Context: an optimization exercise on an open-source flow, tuned for small area. The choices shown serve that exercise and are no tape-out recipe.
Function was checked by simulation only, so behaviour that the tests miss may differ from the original.

==> flow/design.v, too long to show whole: its modules and the start of the top module <==
// module dct_1d_row: 6846 lines
// module dct_fa: 4 lines
// module dct_ha: 4 lines
module dct_1d_row (
    input  logic         clk,
    input  logic         rst_n,
    input  logic [127:0] x_n_in,
    output logic [175:0] x_k_out
);
  // ...
==> flow/flow/run.sh <==
#!/bin/bash
# Standard layout with each port buffered by the smallest buffer cell, and clock tree
# synthesis with smaller sink clusters, two buffer sizes and no dummy loads. Full tool
# output goes to standard.log in the work folder.
set -e
export BUFFER_PORTS_ARGS="-buffer_cell sky130_fd_sc_hd__buf_1"
export CTS_ARGS='-sink_clustering_enable -repair_clock_nets -dont_use_dummy_load -buf_list {sky130_fd_sc_hd__clkbuf_8 sky130_fd_sc_hd__clkbuf_16} -sink_clustering_size 20 -sink_clustering_max_diameter 60'
bash standard.sh > standard.log 2>&1
==> flow/standard.sh <==
#!/bin/bash
# synth_recipe.tcl (not shown) runs the flow's synth.tcl, then flattens the netlist and writes it again
# the make line also repeats each setting of config.mk as NAME=value (left out here)
make -C /OpenROAD-flow-scripts/flow DESIGN_CONFIG=/design/flow/config.mk WORK_HOME=/design/flow/orfs CLKGATE_MAP_FILE= SYNTH_SCRIPT=/design/flow/synth_recipe.tcl "${@:-finish}"
==> flow/config.mk <==
export PLATFORM = sky130hd
export DESIGN_NAME = dct_1d_row
export DESIGN_NICKNAME = dct_1d_row
export VERILOG_FILES = /design/flow/design.v
export SDC_FILE = /design/flow/constraint.sdc
export NUM_CORES = 4
export LEC_CHECK = 0
export CAP_MARGIN = 20
export CORE_MARGIN = 2
export CORE_UTILIZATION = 55
export GPL_TIMING_DRIVEN = 0
export SLEW_MARGIN = 20
export SYNTH_HIERARCHICAL = 1
==> flow/constraint.sdc <==
create_clock -name core_clock -period 12.0 [get_ports {clk}]
set_input_delay 2.4000 -clock core_clock [delete_from_list [all_inputs] [get_ports {clk}]]
set_output_delay 2.4000 -clock core_clock [all_outputs]
set_load 0.01 [all_outputs]
==> impl_metrics.json, run 1 <==
{
  "cts_hold_buf": 0,
  "drive_gt1_share_pct": 2.812,
  "cts-resized-gates": 2,
  "final_net_count": 4996,
  "fin_area_mm2": 0.04878,
  "tightest_slew_ps": 1223,
  "yosys.area.top_type": "fa_1",
  "r2r_slack_ps": 150,
  "grt_usage_pct": 37.04,
  "fin_util_pct": 59.69,
  "hold_viol_final": 0,
  "synth_edf_count": 0,
  "port-buffer-count": 304,
  "r2r_start": "s_q[36]",
  "buf_share_pct": 3.011,
  "critical_path_class": "flip-flop to flip-flop",
  "synth_area_per_cell_um2": 15.66,
  "antennaDiodeCount": 6,
  "routedWlPerCell_um": 33.38,
  "grt_util_met1_pct": 55.97,
  "firstDrtPassIters": 5,
  "multi_input_area_share_pct": 68.52,
  "yosysMostFrequentCell": "fa_1",
  "top_regs": "x_k_out (160), x_q (128), s_q (72)",
  "vias": 23248,
  "ys_seq_area_share_pct": 20.66,
  "reg2reg_to": "x_k_out[10]",
  "timing.final.crit_share_pct": 98.76,
  "hold_end": "v2_q",
  "crit_top_cell": "fa_1",
  "gr-total-overflow": 0,
  "seq_share_pct": 19.16,
  "yosysUniqueCellTypes": 22,
  "grt_pass1_wl_um": 212200,
  "area_growth_pct": 7.929,
  "dr_wl_met2_um": 62200,
  "clockRootBuffer": "clkbuf_16",
  "status": "complete, no violations",
  "hold_class": "flip-flop to flip-flop",
  "initial_core_util_pct": 55.31,
  "yosys.area_share.simple_pct": 2.915
}
==> run 2, diff against run 1 <==
==> flow/flow/run.sh (replaced) <==
#!/bin/bash
# Standard layout with each port buffered by the smallest buffer cell, and clock tree
# synthesis with larger sink clusters and no dummy loads. Full tool output goes to
# standard.log in the work folder.
set -e
export BUFFER_PORTS_ARGS="-buffer_cell sky130_fd_sc_hd__buf_1"
export CTS_ARGS="-sink_clustering_enable -repair_clock_nets -dont_use_dummy_load -buf_list sky130_fd_sc_hd__clkbuf_16 -sink_clustering_size 25 -sink_clustering_max_diameter 100"
bash standard.sh > standard.log 2>&1
==> impl_metrics.json, run 2 <==
{
  "status": "complete, no violations",
  "syn_inst": 2886,
  "synth_top_family_by_area": "adder cells",
  "dp_hpwl_um": 129300,
  "critPathLaunch": "s_q[36]",
  "synth_common_cells": "fa_1, inv_1, dfxtp_1",
  "htreeDepth": 1,
  "fin_util_pct": 59.26,
  "final_cell_mix": "fa_1, inv_1, buf_1",
  "async_flop_share_pct": 38.03,
  "relSlewSlack_pct": 26.12,
  "holdPathStages": 0,
  "drv_slew": 0,
  "end_kind": "flip-flop",
  "timing.final.crit_share_pct": 98.60,
  "cp.arrival_ps": 12340,
  "clk_latency_ps": 640,
  "viasPerCell": 5.404,
  "cts_hold_buf": 0,
  "n_fill_cell": 6506,
  "drive_gt1_share_pct": 2.329,
  "tightest_slew_ps": 1107,
  "regMostFlops": "x_k_out",
  "initial_core_util_pct": 55.31,
  "reg2reg_to": "x_k_out[10]",
  "largest_reg_flops": 160,
  "critical-path-max-stage-delay_ps": 940,
  "yosys_register_bits": 426,
  "syn-num-nets": 4644,
  "yosysMostFrequentCell": "fa_1",
  "synth.area.mux_share_pct": 0,
  "clkTransAtPathRegs_ps": 90,
  "yosys.area_share.simple_pct": 2.915,
  "yosysUniqueCellTypes": 22,
  "cts_tree": "yes",
  "rows": 105,
  "finalSetupViolations": 0,
  "cp.depth": 25,
  "synth_area_per_cell_um2": 15.66,
  "synth.top_cell.area_share_pct": 69.01,
  "required_ps": 12510,
  "numCtsBuffers": 25,
  "grt_usage_pct": 36.87,
  "start_kind": "flip-flop",
  "r2r_start": "s_q[36]",
  "synthXorXnorAreaFrac_pct": 0.05814,
  "hold_viol_final": 0,
  "final_net_count": 4980,
  "crit_top_cell": "fa_1",
  "die_x_um": 290.7,
  "syn_area_mm2": 0.04519,
  "die_area_mm2": 0.08448,
  "hold_class": "flip-flop to flip-flop",
  "r2r_slack_ps": 170,
  "rsz0062_at_grt": "yes",
  "yosys_most_used_dff": "dfxtp_1",
  "routedWlPerCell_um": 33.41,
  "layout_commonest_cell": "fa_1",
  "drtIter0Drc": 1972,
  "met2_usage_pct": 51.55,
  "yosys_warnings": 7,
  "grt_pass1_wl_um": 211500,
  "port-buffer-count": 304,
  "clockRootBuffer": "clkbuf_16",
  "synth_compound_area_share_pct": 0.01107,
  "yosys.area.top_type": "fa_1",
  "path_delay_family": "adder cells",
  "worst_r2r_path_depth": 25,
  "core_mm2": 0.08172,
  "critical_path_class": "flip-flop to flip-flop",
  "grt_util_met1_pct": 56.33,
  "area_growth_pct": 7.151,
  "path_buf_inv": 2,
  "grt_antenna_before_repair": 12,
  "cp_slowest_cell": "fa_1",
  "ys_seq_area_share_pct": 20.66,
  "gp_congestion": 1.030,
  "synth_fa_ha_area_share_pct": 70.95,
  "postCtsSetupRepairBufs": 0,
  "grtUsageMet3_pct": 12.46,
  "grt_max_degree": 33,
  "wl_um": 143500,
  "die_h_um": 290.7,
  "busiest_layer": "met1",
  "top_regs": "x_k_out (160), x_q (128), s_q (72)",
  "gr-total-overflow": 0,
  "fin_crit_ps": 11830,
  "grt_pass1_vias": 27954,
  "max_freq_mhz": 84.52,
  "firstDrtPassIters": 7,
  "finalSetupTns_ps": 0,
  "worst_clock_skew_ps": 64.49,
  "pin_count": 306,
  "synth_edf_count": 0,
  "cts_buffer_depth": 3,
  "final_antenna_net_count": 0,
  "cts.sinks": 426,
  "vias": 23210,
  "drv_cap": 0,
  "drc_errors": 0,
  "crit_fanout": 11,
  "crit_end": "x_k_out[10]",
  "yosys-top-cells-area": "fa_1, dfxtp_1, dfrtp_1"
}
run 2: cell count changes in the layout (fill, tap and decap cells not counted):
cell	before	now
clkbuf_16	38	25
buf_4	20	17
clkbuf_1	3	2
clkbuf_2	4	5
clkinvlp_4	1	0
dfxtp_1	258	259
dfxtp_2	6	5
diode_2	6	5
fa_1	1557	1556
fa_2	1	2
inv_1	593	594
run 2: how the worst min path moves through the flow:
stage / from / to / slack, ps
after global routing: v1_q / v2_q / 370
after global placement: v1_q / v2_q / 330
final: v1_q / v2_q / 360
after floorplan: v1_q / v2_q / 330
after detailed placement: v1_q / v2_q / 340
after CTS: v1_q / v2_q / 360
run 2: cell families (layout without fill, tap and decap cells):
family | Yosys count | in the layout
AO/OA/AOI/OAI | 1 | 1
XOR/XNOR | 3 | 3
adder cells (fa/ha/maj) | 1628 | 1628
buffers and inverters | 627 | 961
flip-flops | 426 | 426
other | 2 | 7
AND/OR/NAND/NOR | 199 | 199
run 2: area by class of cell:
type | instances | area, µm² | area share (%)
Multi-Input combinational cell | 1833 | 33430 | 69.03
Sequential cell | 426 | 9345 | 19.30
Inverter | 594 | 2230 | 4.604
Tap cell | 1070 | 1339 | 2.765
Timing Repair Buffer | 309 | 1242 | 2.566
Clock buffer | 25 | 625.6 | 1.292
Buffer | 33 | 205.2 | 0.4237
Antenna cell | 5 | 12.51 | 0.02584
run 2: worst register-to-register path, stage by stage, from the launching register on:
cell and delay [ps]:
dfxtp_2 760, ha_1 300, inv_1 50, fa_1 380, fa_1 490, fa_1 460
fa_2 360, fa_1 380, fa_1 940, fa_1 650, fa_1 660, fa_1 470
fa_1 520, fa_1 440, fa_1 550, fa_1 570, fa_1 430, fa_1 550
fa_1 470, fa_1 540, fa_1 170, inv_1 50, fa_1 370, fa_1 480
fa_1 500, and2b_1 170
run 2: per-module statistics from Yosys (local to each module, per instance):
module	area (µm²)	cells inside	copies in the design	flip-flops and latches
dct_1d_row	13430	1282	1	426
dct_fa	20.02	1	1558	0
dct_ha	12.51	1	46	0
run 2: through the flow:
step           area (µm²)  hold WS [ps]  cells  setup WS, ps
6_report            48430         357.5   4295         168.2
5_1_grt             48410         367.5   4290        -22.03
4_1_cts             48410         359.3   4290         68.67
3_5_place_dp        47780         338.1   4265        -37.84
3_3_place_gp        47670         333.8   4260        -231.8
2_1_floorplan       45190         331.2   2886          1566
run 2: repair_timing:
item | 4_1_cts | 5_1_grt
cloned | 0 | 0
resized for setup | 2 | 4
setup endpoints to repair | 2 | 3
run 2: per-layer routing:
metal	share of wire [%]	wire length, µm
met5	0.044	63
met4	3.2	4594
met3	11	15910
met2	43	62090
met1	42	60840

port drivers added, routing unchanged:
No port has a modelled driver above. Below, the same layouts with a new extraction and two added sets of constraints. Step 1 assumes that a clkbuf_16 drives the clock port and a buf_2 every other input. Step 2 moves the port delays by t, midway between the first and last clock arrival at a register: inputs arrive t later, outputs are due t later. That takes back most of the time a late clock gives input paths. Slacks: no drivers / after step 1 / after step 2; pairs: no drivers / after step 1.
| run | shift t [ns] | slack for setup (ns) | worst register clock-pin slew, ns |
|---|---|---|---|
| run 1 | 0.652 | 0.149 / 0.149 / 0.149 | 0.08 / 0.08 |
| run 2 | 0.674 | 0.168 / 0.168 / 0.168 | 0.10 / 0.10 |
After both steps every run listed still meets setup and hold.
